Background: an optimization exercise with open tools, aiming at small area and a short achievable clock period. Do not read the settings as production practice. Where RTL was checked, it was by simulation tests only, not by an equivalence proof against the original. Power is estimated from default activity; no workload was simulated.

== build 23 ==
==> flow/design.v (excerpt) <==
module rob_top (
   input  logic                  clk,
   input  logic                  rst,
   input  logic [1:0]            issue_kind,
   input  logic [5-1:0]     issue_dest,
   input  logic [32-1:0]      issue_pc4,
   input  logic [32-1:0]      issue_offset,
   input  logic                  issue_pred_taken,
   input  logic [32-1:0]      issue_pred_pc,
   input  logic                  alu_req,
   input  logic [4-1:0] alu_tag,
   input  logic [32-1:0]      alu_value,
   input  logic                  load_req,
   input  logic [4-1:0] load_tag,
   input  logic [32-1:0]      load_value,
   output logic                  alu_grant,
   output logic                  load_grant,
   output logic                  stall,
   output logic [4-1:0] alloc_tag,
   output logic                  commit_valid,
   output logic [5-1:0]     commit_dest,
   output logic [32-1:0]      commit_value,
   output logic                  mispredict,
   output logic [32-1:0]      pc_resolved
);
   logic                  cdb_valid;
   logic [4-1:0] cdb_tag;
   logic [32-1:0]      cdb_value;
   logic                  cdb_taken;
   result_bus i_result_bus (
      .clk        (clk),
      .rst        (rst),
      .alu_req    (alu_req),
      .alu_tag    (alu_tag),
      .alu_value  (alu_value),
      .load_req   (load_req),
      .load_tag   (load_tag),
  ...
For scale: roughly 4,100 cells after synthesis, ~770 flip-flops.
export LEC_CHECK = 0
export CAP_MARGIN = 20
export CORE_MARGIN = 2
export CORE_UTILIZATION = 55
export CTS_BUF_LIST = sky130_fd_sc_hd__clkbuf_8 sky130_fd_sc_hd__clkbuf_16
export CTS_CLUSTER_DIAMETER = 100
export CTS_CLUSTER_SIZE = 24
export PLACE_DENSITY = 0.7
export SETUP_SLACK_MARGIN = 4.2
export SLEW_MARGIN = 20
create_clock -name core_clock -period 8.0 [get_ports {clk}]
standard.sh (not shown) runs the stock make flow with config.mk's settings and CLKGATE_MAP_FILE= SYNTH_SCRIPT=/design/flow/synth_recipe.tcl, a recipe that flattens the netlist after the stock synthesis.
==> flow/flow/run.sh <==
#!/bin/bash
# The standard layout, with the port buffers made from plain buf_1 cells
# (buffer_ports otherwise picks a delay buffer); the resizer still sizes
# them afterwards. Each tool's output goes to a log file here.
set -euo pipefail
bash standard.sh "BUFFER_PORTS_ARGS=-buffer_cell sky130_fd_sc_hd__buf_1" finish > standard_flow.log 2>&1
In summary, build 23 completed successfully, with a layout that passed the timing, DRC and antenna checks.
Relative to build 23, the following input files were edited for build 16:
==> flow/config.mk <==
export PLATFORM = sky130hd
export DESIGN_NAME = rob_top
export DESIGN_NICKNAME = rob_top
export VERILOG_FILES = /design/flow/design.v
export SDC_FILE = /design/flow/constraint.sdc
export NUM_CORES = 4
export LEC_CHECK = 0
export CAP_MARGIN = 20
export CORE_MARGIN = 2
export CORE_UTILIZATION = 65
export CTS_BUF_LIST = sky130_fd_sc_hd__clkbuf_8 sky130_fd_sc_hd__clkbuf_16
export CTS_CLUSTER_DIAMETER = 100
export CTS_CLUSTER_SIZE = 24
export PLACE_DENSITY = 0.8
export SETUP_SLACK_MARGIN = 4.0
export SLEW_MARGIN = 20
--- outcome ---
Build 23 reports its uppermost layer routed as met4 while build 16 reports met5. Comparing build 23 against build 16, there is no change at all in maximum root-to-sink buffer count. Build 16 vs build 23 on final cycle utilization of the critical path: build 16 is the higher one. The worst max-slew margin expressed relative to the limit reported for build 16 is greater than that of build 23 by 3.8 points. Layout cell share with drive strength beyond 1: build 16 lower than build 23. From build 16 to build 23, number of flops mapped to enable cells by yosys did not move at all. Compared with build 23, post-detailed-routing wire length in build 16 decreased by a few percent. Against build 23, total number of vias in build 16 came out worse.
## Diff of input files: build 35 against build 16
==> flow/flow/run.sh <==
#!/bin/bash
# The standard layout, with the port buffers made from plain buf_2 cells
# (buffer_ports otherwise picks a delay buffer); the resizer still sizes
# them afterwards. Each tool's output goes to a log file here.
set -euo pipefail
bash standard.sh "BUFFER_PORTS_ARGS=-buffer_cell sky130_fd_sc_hd__buf_2" finish > standard_flow.log 2>&1
-- flow/config.mk --
<<< build 16, line 9
export CORE_MARGIN = 2
export CORE_UTILIZATION = 65
export CTS_BUF_LIST = sky130_fd_sc_hd__clkbuf_8 sky130_fd_sc_hd__clkbuf_16
>>> build 35, line 9
export CORE_MARGIN = 2
export CORE_UTILIZATION = 45
export CTS_BUF_LIST = sky130_fd_sc_hd__clkbuf_8 sky130_fd_sc_hd__clkbuf_16
<<< build 16, line 13
export CTS_CLUSTER_SIZE = 24
export PLACE_DENSITY = 0.8
export SETUP_SLACK_MARGIN = 4.0
>>> build 35, line 13
export CTS_CLUSTER_SIZE = 24
export PLACE_DENSITY = 0.6
export SETUP_SLACK_MARGIN = 4.0
## What came out
Run comparison: build 16 slowest cell on the critical path sky130_fd_sc_hd__o41ai_4; build 35 slowest cell on the critical path sky130_fd_sc_hd__a211oi_4
Summary — final worst setup slack, build 35 relative to build 16: higher, by 0.063 ns.
First-pass GRT wire length sits higher in build 35 than in build 16.
Non-clock buffer count: build 35 vs build 16 down about 0.7%
Sequential share of the synthesized area came out exactly the same in build 16 and build 35.
Here is what was changed in the inputs of build 74 compared with build 35.
==> flow/flow/run.sh <==
#!/bin/bash
# The standard layout, with the port buffers made from plain buf_1 cells
# (buffer_ports otherwise picks a delay buffer); the resizer still sizes
# them afterwards. Each tool's output goes to a log file here.
set -euo pipefail
bash standard.sh "BUFFER_PORTS_ARGS=-buffer_cell sky130_fd_sc_hd__buf_1" finish > standard_flow.log 2>&1
==> flow/config.mk <==
export PLATFORM = sky130hd
export DESIGN_NAME = rob_top
export DESIGN_NICKNAME = rob_top
export VERILOG_FILES = /design/flow/design.v
export SDC_FILE = /design/flow/constraint.sdc
export NUM_CORES = 4
export LEC_CHECK = 0
export CAP_MARGIN = 20
export CORE_MARGIN = 2
export CORE_UTILIZATION = 50
export CTS_BUF_LIST = sky130_fd_sc_hd__clkbuf_8 sky130_fd_sc_hd__clkbuf_16
export CTS_CLUSTER_DIAMETER = 100
export CTS_CLUSTER_SIZE = 24
export PLACE_DENSITY = 0.65
export SETUP_SLACK_MARGIN = 4.2
export SLEW_MARGIN = 20
### Flow results
Summary of build 74 over build 35: post-synthesis share of cell area spent on xor and xnor gates essentially unchanged, fraction of the cycle the final worst path needs decreased 1.1 points, via count increased 746.
Against build 35, build 74 reports a worst slack after detailed placement that is lower.
Looking at cell count, build 74 sits below build 35.
For build 74, the master of the slowest instance on the critical path was sky130_fd_sc_hd__fa_2, unlike build 35, where it was sky130_fd_sc_hd__a211oi_4.
Delta (build 74 minus build 35): measured slew at the worst slew-check pin went up by 0.11 ns, number of iterations in the first detailed-routing pass has increased.
Compared with build 35, build 74 shows design area higher by 0.0012 mm².
Build 74 vs build 35 — clock share of power dropped 0.5 points.
For build 91, these inputs were changed with respect to build 74:
==> flow/config.mk <==
export PLATFORM = sky130hd
export DESIGN_NAME = rob_top
export DESIGN_NICKNAME = rob_top
export VERILOG_FILES = /design/flow/design.v
export SDC_FILE = /design/flow/constraint.sdc
export NUM_CORES = 4
export LEC_CHECK = 0
export CAP_MARGIN = 20
export CORE_MARGIN = 2
export CORE_UTILIZATION = 55
export CTS_BUF_LIST = sky130_fd_sc_hd__clkbuf_8 sky130_fd_sc_hd__clkbuf_16
export CTS_CLUSTER_DIAMETER = 100
export CTS_CLUSTER_SIZE = 24
export PLACE_DENSITY = 0.7
export SETUP_SLACK_MARGIN = 4.0
export SLEW_MARGIN = 20
Results
Measured against build 91, the non-clock buffer count of build 74 comes out at 1.10 times the reference value.
In build 91 the share of the final layout cell area in sequential cells turned out 1.6 points higher than in build 74.
Re clock period minus worst slack: build 74 and build 91 aren't equal, and the higher value belongs to build 91.
| critical path depth | build 91 vs build 74 | 1 higher |
Delta (build 91 minus build 74): length in cells of the worst reg-to-reg path decreased by 1 relative to the old numbers, peak ir drop on the vdd network increased by 7.9% relative to the old numbers, met3 wire length increased by 11% relative to the old numbers, post-route worst setup slack decreased by 0.076 ns relative to the old numbers, total power consumption of the routed design decreased by 2.4% relative to the old numbers.
Input-level comparison between build 89 and build 91:
-- flow/config.mk --
<<< build 91, line 11
export CTS_BUF_LIST = sky130_fd_sc_hd__clkbuf_8 sky130_fd_sc_hd__clkbuf_16
export CTS_CLUSTER_DIAMETER = 100
export CTS_CLUSTER_SIZE = 24
export PLACE_DENSITY = 0.7
export SETUP_SLACK_MARGIN = 4.0
export SLEW_MARGIN = 20
>>> build 89, line 11
export CTS_BUF_LIST = sky130_fd_sc_hd__clkbuf_8 sky130_fd_sc_hd__clkbuf_16
export CTS_CLUSTER_DIAMETER = 90
export CTS_CLUSTER_SIZE = 30
export PLACE_DENSITY = 0.7
export SETUP_SLACK_MARGIN = 4.2
export SLEW_MARGIN = 20
Results
In build 89 the number of buffers and inverters on the critical path turned out 1 lower than in build 91.
Compared build 89 against build 91; first-pass GRT wire length within noise.
Via count, build 89 vs build 91: up slightly
Build 91 → build 89: placed wire-length estimate after detailed placement moved up, portion of total power attributed to sequential cells shows a reduction of 0.6 points, cell area +1.1%.
There was hardly any difference in async set-reset flop share out of synthesis between build 91 and build 89.
Going from build 91 to build 89, cell area after placement now sits at about the same level, utilization now sits higher.
Build 91 -> build 89: total area of multi-input combinational cells increased slightly

========
Setup of job 2556:
rob_top, a different RTL version from the one above (not shown whole).
Size in the first run: ~260 I/O pins, ~0.038 mm^2 of cells after synthesis.
clock: 8.0 ns
lec_check: 0
cap_margin: 20
core_margin: 2
core_utilization: 45
cts_buf_list: sky130_fd_sc_hd__clkbuf_4 sky130_fd_sc_hd__clkbuf_8
cts_cluster_size: 30
place_density: 0.6
setup_slack_margin: 4.0
slew_margin: 20
==> flow/flow/run.sh <==
#!/bin/bash
# The standard layout, with the port buffers made from plain buf_2 cells
# (buffer_ports otherwise picks a delay buffer); the resizer still sizes
# them afterwards. Each tool's output goes to a log file here.
set -euo pipefail
bash standard.sh "BUFFER_PORTS_ARGS=-buffer_cell sky130_fd_sc_hd__buf_2" finish > standard_flow.log 2>&1
[inputs] job 5457 vs job 2556
==> flow/run.sh (new file) <==
#!/bin/bash
# synth_recipe.tcl (not shown) runs the flow's synth.tcl, then flattens the netlist and writes it again
# the make line also repeats each setting of config.mk as NAME=value (left out here)
make -C /OpenROAD-flow-scripts/flow DESIGN_CONFIG=/design/flow/config.mk WORK_HOME=/design/flow/orfs CLKGATE_MAP_FILE= SYNTH_SCRIPT=/design/flow/synth_recipe.tcl finish
removed: flow/flow/run.sh
removed: flow/standard.sh
## What came out
Taking job 2556 as the reference, in job 5457 total global-route track usage rose 1.6 points; final core area utilization up 2.6 points; leakage power now larger.
Changes in job 4048 relative to job 5457:
# job 5457
export LEC_CHECK = 0
export CAP_MARGIN = 20
export CORE_MARGIN = 2
export CORE_UTILIZATION = 45
export CTS_BUF_LIST = sky130_fd_sc_hd__clkbuf_4 sky130_fd_sc_hd__clkbuf_8
export CTS_CLUSTER_SIZE = 30
export PLACE_DENSITY = 0.6
export SETUP_SLACK_MARGIN = 4.0
export SLEW_MARGIN = 20
create_clock -name core_clock -period 8.0 [get_ports {clk}]
# job 4048
export LEC_CHECK = 0
export CAP_MARGIN = 20
export CORE_MARGIN = 2
export CORE_UTILIZATION = 45
export CTS_BUF_LIST = sky130_fd_sc_hd__clkbuf_4 sky130_fd_sc_hd__clkbuf_8
export CTS_CLUSTER_SIZE = 30
export PLACE_DENSITY = 0.6
export SETUP_SLACK_MARGIN = 3.7
export SLEW_MARGIN = 20
create_clock -name core_clock -period 8.0 [get_ports {clk}]
==> flow/flow/run.sh (new file) <==
#!/bin/bash
# The standard layout, with the port buffers made from plain buf_2 cells
# (buffer_ports otherwise picks a delay buffer); the resizer still sizes
# them afterwards. Each tool's output goes to a log file here.
set -euo pipefail
bash standard.sh "BUFFER_PORTS_ARGS=-buffer_cell sky130_fd_sc_hd__buf_2" finish > standard_flow.log 2>&1
==> flow/standard.sh (new file) <==
#!/bin/bash
# synth_recipe.tcl (not shown) runs the flow's synth.tcl, then flattens the netlist and writes it again
# the make line also repeats each setting of config.mk as NAME=value (left out here)
make -C /OpenROAD-flow-scripts/flow DESIGN_CONFIG=/design/flow/config.mk WORK_HOME=/design/flow/orfs CLKGATE_MAP_FILE= SYNTH_SCRIPT=/design/flow/synth_recipe.tcl "${@:-finish}"
removed: flow/run.sh
==> comparison <==
- Job 5457 vs job 4048, startpoint of the worst setup timing path: alu_value[30] vs alu_req
- Maximum fanout along the worst path in job 4048 vs job 5457: up 9
- [compare] base=job 5457 new=job 4048: met2 track demand over resource in global routing held; number of clock buffer instances in the layout now larger; gate count of the mapped netlist essentially unchanged.
- Design internal power: job 4048 vs job 5457 down 4.0%
- Compare job 4048 and job 5457 | critical path depth higher: job 4048
- Relative to job 5457, the routed length on met1 of job 4048 is lower by 0.99%.
- Taking job 5457 as the reference, in job 4048 power after layout down about 4%; global-route usage shows a reduction of 0.53 points.
- Top layer reached by signal wires: met4 -> job 5457, met5 -> job 4048
No run of this note included a check of the RTL's function; only the layout flow was run.

========
old:
rob_top, a different RTL version from the one above (not shown whole).
For scale: about 4100 cells after synthesis, about 38000 um2 of cells after synthesis.
Settings: LEC_CHECK=0, CAP_MARGIN=20, CORE_MARGIN=2, CORE_UTILIZATION=55, CTS_BUF_LIST=sky130_fd_sc_hd__clkbuf_8 sky130_fd_sc_hd__clkbuf_16, CTS_CLUSTER_DIAMETER=100, CTS_CLUSTER_SIZE=24, PLACE_DENSITY=0.7, SETUP_SLACK_MARGIN=4.0, SLEW_MARGIN=20; clock period 8.0 ns.
==> flow/flow/run.sh <==
#!/bin/bash
# The standard layout, with the port buffers made from plain buf_1 cells
# (buffer_ports otherwise picks a delay buffer); the resizer still sizes
# them afterwards. Each tool's output goes to a log file here.
set -euo pipefail
bash standard.sh "BUFFER_PORTS_ARGS=-buffer_cell sky130_fd_sc_hd__buf_1" finish > standard_flow.log 2>&1
Having completed the whole flow, old delivered a layout that passed the timing, DRC and antenna checks.
The inputs of new differ from those of old as listed below.
==> flow/flow/run.sh <==
#!/bin/bash
# The standard layout, with the port buffers made from plain buf_2 cells
# (buffer_ports otherwise picks a delay buffer); the resizer still sizes
# them afterwards. Each tool's output goes to a log file here.
set -euo pipefail
bash standard.sh "BUFFER_PORTS_ARGS=-buffer_cell sky130_fd_sc_hd__buf_2" finish > standard_flow.log 2>&1
-- flow/config.mk --
<<< old, line 9
export CORE_MARGIN = 2
export CORE_UTILIZATION = 55
export CTS_BUF_LIST = sky130_fd_sc_hd__clkbuf_8 sky130_fd_sc_hd__clkbuf_16
>>> new, line 9
export CORE_MARGIN = 2
export CORE_UTILIZATION = 45
export CTS_BUF_LIST = sky130_fd_sc_hd__clkbuf_8 sky130_fd_sc_hd__clkbuf_16
<<< old, line 13
export CTS_CLUSTER_SIZE = 24
export PLACE_DENSITY = 0.7
export SETUP_SLACK_MARGIN = 4.0
>>> new, line 13
export CTS_CLUSTER_SIZE = 24
export PLACE_DENSITY = 0.6
export SETUP_SLACK_MARGIN = 4.0
Notes after the runs:
- Diff old -> new | overall power | up slightly
- Delay of the slowest cell on the worst path, old and new, higher one = new.
- Changes observed in new relative to old: clock skew held, worst hold slack went down 0.0047 ns, placed cell count went up about 4.3%, final area went up about 1.4%.
- Looking only at non-clock buffer area fraction after layout, and setting everything else aside, the higher value of old and new goes to new.
- The final reports for new and old show area added between synthesis and finish higher in the former.

static timing again, ports no longer ideal:
Ports are ideal in the flow. The routed layouts listed here were re-timed in OpenROAD. Step 1, drivers: a clkbuf_16 drives clk and a buf_2 each remaining input, both assumed. Step 2 also shifts input and output timing later by t, the mid clock arrival at the registers, as if the neighbouring blocks saw the same clock. Slacks: ideal / step 1 / step 2; pairs: ideal / step 1.
| run | t, ns | slack for setup (ns) | hold slack, ns | worst register clock-pin slew, ns | cell pins on the clock port's net |
|---|---|---|---|---|---|
| build 23 | 0.674 | 4.111 / 4.128 / 3.454 | 0.466 / 0.466 / 0.466 | 0.11 / 0.11 | 1 |
| build 16 | 0.666 | 3.864 / 3.860 / 3.194 | 0.469 / 0.469 / 0.469 | 0.11 / 0.11 | 1 |
| build 35 | 0.671 | 3.928 / 3.945 / 3.274 | 0.468 / 0.468 / 0.468 | 0.11 / 0.11 | 1 |
| build 74 | 0.686 | 4.018 / 4.024 / 3.338 | 0.463 / 0.463 / 0.463 | 0.11 / 0.11 | 1 |
| build 91 | 0.663 | 3.943 / 3.948 / 3.285 | 0.473 / 0.473 / 0.473 | 0.10 / 0.10 | 1 |
| build 89 | 0.668 | 4.068 / 4.087 / 3.419 | 0.460 / 0.460 / 0.460 | 0.12 / 0.12 | 1 |
| job 2556 | 0.853 | 3.986 / 3.998 / 3.176 | 0.477 / 0.477 / 0.477 | 0.07 / 0.07 | 1 |
| job 5457 | 0.876 | 3.987 / 3.991 / 3.148 | 0.479 / 0.479 / 0.479 | 0.08 / 0.08 | 1 |
| job 4048 | 0.871 | 3.683 / 3.722 / 2.851 | 0.450 / 0.450 / 0.450 | 0.07 / 0.07 | 1 |
| old | 0.673 | 4.040 / 4.017 / 3.414 | 0.460 / 0.460 / 0.460 | 0.11 / 0.11 | 1 |
| new | 0.681 | 3.856 / 3.835 / 3.374 | 0.455 / 0.455 / 0.455 | 0.11 / 0.11 | 1 |
After both steps setup and hold are still met in every run listed. For job 5457, which loses most, drivers alone change the setup slack by +0.004 ns; drivers and shift together by -0.839 ns.
